Background: an optimization exercise with open tools, aiming at small area. Do not read the settings as production practice. The RTL was checked by simulation tests, not by an equivalence proof against the original design.

job 101:
// control_core
module control_core #(
  parameter int          NUM_REGS = 16,
  parameter logic [31:0] RESET_PC = 32'h0000_0000
) (
  input  logic        clock,
  input  logic        reset,
  output logic        fetch_req_valid,
  input  logic        fetch_req_ready,
  output logic [31:0] fetch_req_pc,
  output logic        fetch_req_epoch,
  input  logic        iss_valid,
  output logic        iss_ready,
  input  logic        iss_epoch,
  input  logic [4:0]  iss_rs1,
  input  logic [4:0]  iss_rs2,
  input  logic [4:0]  iss_rd,
  output logic [31:0] iss_rs1_data,
  output logic [31:0] iss_rs2_data,
  input  logic        wb_valid,
  input  logic [4:0]  wb_rd,
  input  logic [31:0] wb_data,
  input  logic        redir_valid,
  input  logic [31:0] redir_pc,
  output logic        err_reg,
  output logic        err_align
);
==> module control_core, before the edit <==
module control_core #(
  parameter int          NUM_REGS = 16,
  parameter logic [31:0] RESET_PC = 32'h0000_0000
) (
  input  logic        clock,
  input  logic        reset,
  output logic        fetch_req_valid,
  input  logic        fetch_req_ready,
  output logic [31:0] fetch_req_pc,
  output logic        fetch_req_epoch,
  input  logic        iss_valid,
  output logic        iss_ready,
  input  logic        iss_epoch,
  input  logic [4:0]  iss_rs1,
  input  logic [4:0]  iss_rs2,
  input  logic [4:0]  iss_rd,
  output logic [31:0] iss_rs1_data,
  output logic [31:0] iss_rs2_data,
  input  logic        wb_valid,
  input  logic [4:0]  wb_rd,
  input  logic [31:0] wb_data,
  input  logic        redir_valid,
  input  logic [31:0] redir_pc,
  output logic        err_reg,
  output logic        err_align
);
  logic [31:2] pc_q;
  logic        epoch_q, err_reg_q, err_align_q;
  logic [15:1] busy_q;
  logic [15:1] wen;
  logic [31:0] regs_q [1:15];
  logic [15:1] sel1, sel2, selrd, selwb;
  always_comb begin
    for (int i = 1; i < 16; i++) begin
      sel1[i]  = (iss_rs1 == 5'(i));
      sel2[i]  = (iss_rs2 == 5'(i));
      selrd[i] = (iss_rd  == 5'(i));
      selwb[i] = (wb_rd   == 5'(i));
    end
  end
  logic [15:1] rsel1, rsel2;
  assign rsel1 = sel1;
  assign rsel2 = sel2;
  for (genvar b = 0; b < 32; b++) begin : g_rd
    logic [15:1] col;
    for (genvar i = 1; i < 16; i++) begin : g_col
      assign col[i] = regs_q[i][b];
    end
    control_core_rdbit u_rd1 (.d(col), .s(rsel1), .y(iss_rs1_data[b]));
    control_core_rdbit u_rd2 (.d(col), .s(rsel2), .y(iss_rs2_data[b]));
  end
  logic hazard, stale, accept, oor_iss, redir_ok;
  logic [15:1] hz_n;
  for (genvar i = 1; i < 16; i++) begin : g_hz
    control_core_aoi3 u_hz (.d({3{busy_q[i]}}), .s({sel1[i], sel2[i], selrd[i]}), .y_n(hz_n[i]));
  end
  assign hazard = ~&hz_n;
  assign stale    = (iss_epoch != epoch_q);
  assign iss_ready = stale | ~hazard;
  assign accept   = iss_valid & ~stale & ~hazard;
  assign oor_iss  = iss_rs1[4] | iss_rs2[4] | iss_rd[4];
  assign redir_ok = redir_valid & (redir_pc[1:0] == 2'b00);
  assign fetch_req_valid = reset;
  assign fetch_req_pc    = {pc_q, 2'b00};
  assign fetch_req_epoch = epoch_q;
  assign err_reg         = err_reg_q;
  assign err_align       = err_align_q;
  logic [31:0] wdata;
  assign wdata = wb_data & {32{reset}};
  assign wen   = {15{~reset}} | (selwb & {15{wb_valid}});
  always_ff @(posedge clock) begin
    for (int i = 1; i < 16; i++)
      if (wen[i]) regs_q[i] <= wdata;
  end
  logic [31:2]  pc_inc;
  logic [17:2]  pc_cl;
  logic [32:17] pc_ch;
  logic         pc_sel_redir, pc_sel_step;
  always_comb begin
    pc_cl[2] = fetch_req_ready;
    for (int i = 2; i < 17; i++) begin
      pc_inc[i]  = pc_q[i] ^ pc_cl[i];
      pc_cl[i+1] = pc_cl[i] & pc_q[i];
    end
    pc_ch[17] = 1'b1;
    for (int i = 17; i < 32; i++) begin
      pc_inc[i]  = pc_q[i] ^ (pc_ch[i] & pc_cl[17]);
      pc_ch[i+1] = pc_ch[i] & pc_q[i];
    end
  end
  assign pc_sel_redir = reset & redir_ok;
  assign pc_sel_step  = reset & ~redir_ok;
  always_ff @(posedge clock)
    pc_q <= (redir_pc[31:2] & {30{pc_sel_redir}}) | (pc_inc & {30{pc_sel_step}});
  always_ff @(posedge clock) begin
    if (!reset) begin
      epoch_q     <= 1'b0;
      err_reg_q   <= 1'b0;
      err_align_q <= 1'b0;
      busy_q      <= '0;
    end else begin
      if (redir_ok) epoch_q <= ~epoch_q;
      if (redir_valid & ~redir_ok) err_align_q <= 1'b1;
      if ((wb_valid & wb_rd[4]) | (accept & oor_iss)) err_reg_q <= 1'b1;
      busy_q <= (busy_q & ~(selwb & {15{wb_valid}})) | (selrd & {15{accept}});
    end
  end
endmodule
export LEC_CHECK = 0
export CAP_MARGIN = 20
export CORE_MARGIN = 2
export CORE_UTILIZATION = 70
export SLEW_MARGIN = 20
export SYNTH_HIERARCHICAL = 1
export POST_FLOORPLAN_TCL = /design/flow/flow/downsize.tcl
export POST_RESIZE_TCL = /design/flow/flow/smart_downsize.tcl
export BUFFER_PORTS_ARGS = -buffer_cell sky130_fd_sc_hd__buf_1
export CTS_ARGS = -sink_clustering_enable -repair_clock_nets -dont_use_dummy_load -buf_list sky130_fd_sc_hd__clkbuf_8 -sink_clustering_size 15 -sink_clustering_max_diameter 100
create_clock -name core_clock -period 6.5 [get_ports {clock}]
standard.sh (not shown) runs the stock make flow with config.mk's settings and CLKGATE_MAP_FILE= SYNTH_SCRIPT=/design/flow/synth_recipe.tcl, a recipe that flattens the netlist after the stock synthesis.
==> flow/flow/run.sh <==
#!/bin/bash
# The standard ORFS layout (the standard.sh, unchanged synthesis), with four changes:
#  - after floorplanning, flow/downsize.tcl swaps each combinational gate to the smallest
#    cell of its family, so placement's repair sizes the drivers it needs from the bottom up;
#  - after placement's repair, flow/smart_downsize.tcl tries smaller drive strengths again,
#    keeping one only if it adds no max-slew or max-capacitance violation and setup slack
#    stays above 0.4 ns;
#  - ports are buffered with the smallest buffer (buf_1) instead of clkdlybuf4s50_1;
#  - clock tree synthesis uses clkbuf_8 leaf clusters of up to 15 sinks and no dummy loads.
# ORFS writes each step's full log under orfs/logs/; make's own output goes to standard.log.
set -euo pipefail
cat >> config.mk <<EOF
export POST_FLOORPLAN_TCL = $PWD/flow/downsize.tcl
export POST_RESIZE_TCL = $PWD/flow/smart_downsize.tcl
export BUFFER_PORTS_ARGS = -buffer_cell sky130_fd_sc_hd__buf_1
export CTS_ARGS = -sink_clustering_enable -repair_clock_nets -dont_use_dummy_load -buf_list sky130_fd_sc_hd__clkbuf_8 -sink_clustering_size 15 -sink_clustering_max_diameter 100
EOF
bash standard.sh > standard.log 2>&1
Other scripts of this flow, unchanged in this note and not shown: flow/flow/downsize.tcl, flow/flow/smart_downsize.tcl
Job 101: flow completed, timing, DRC and antenna clean
Inputs modified between job 101 and job 102:
--- a/flow/design.v
+++ b/flow/design.v
@@ -47,17 +47,13 @@
       assign col[i] = regs_q[i][b];
     end
     control_core_rdbit u_rd1 (.d(col), .s(rsel1), .y(iss_rs1_data[b]));
     control_core_rdbit u_rd2 (.d(col), .s(rsel2), .y(iss_rs2_data[b]));
   end
   logic hazard, stale, accept, oor_iss, redir_ok;
-  logic [15:1] hz_n;
-  for (genvar i = 1; i < 16; i++) begin : g_hz
-    control_core_aoi3 u_hz (.d({3{busy_q[i]}}), .s({sel1[i], sel2[i], selrd[i]}), .y_n(hz_n[i]));
-  end
-  assign hazard = ~&hz_n;
+  assign hazard   = |((sel1 | sel2 | selrd) & busy_q);
   assign stale    = (iss_epoch != epoch_q);
   assign iss_ready = stale | ~hazard;
   assign accept   = iss_valid & ~stale & ~hazard;
   assign oor_iss  = iss_rs1[4] | iss_rs2[4] | iss_rd[4];
   assign redir_ok = redir_valid & (redir_pc[1:0] == 2'b00);
   assign fetch_req_valid = reset;
### Flow results
- Job 102 finished every stage and its layout cleared the timing, design-rule and antenna checks.
- Taking job 101 as the reference, in job 102 count of plain and timing-repair buffers rose by about 1.7%; setup slack after layout fell by 0.31 ns; highest achievable clock rate fell by 5.2%; sequential cell area fraction in the yosys report fell by 1.6 points; design area rose by 1.2%.
- On adder-cell share of the synthesized area, job 101 tracks job 102 almost exactly.

re-timing with driven ports:
In the flow no input, the clock included, has a driving cell. The finished layouts below were timed again as built, in two steps.
Step 1 sets driving cells, clkbuf_16 on the clock port and buf_2 on the other inputs (assumed; they add their load-dependent delay and slew).
Step 2 moves the port delays by t, midway between the first and last clock arrival at a register: inputs arrive t later, outputs are due t later. That takes back most of the time a late clock gives input paths.
a / b / c = ideal / step 1 / step 2; a / b = the first two.
| run | shift t [ns] | slack for setup (ns) | worst setup path at the end | latest minus earliest clock arrival (ns) | pins driven straight from the clock port |
|---|---|---|---|---|---|
| job 101 | 0.607 | 0.922 / 0.903 / 0.903 | input to output | 0.078 / 0.078 | 1 |
| job 102 | 0.608 | 0.614 / 0.586 / 0.586 | input to output | 0.071 / 0.072 | 1 |
After both steps setup and hold are still met in every run listed. For job 102, which loses most, drivers alone change the setup slack by -0.028 ns; drivers and shift together by -0.028 ns.
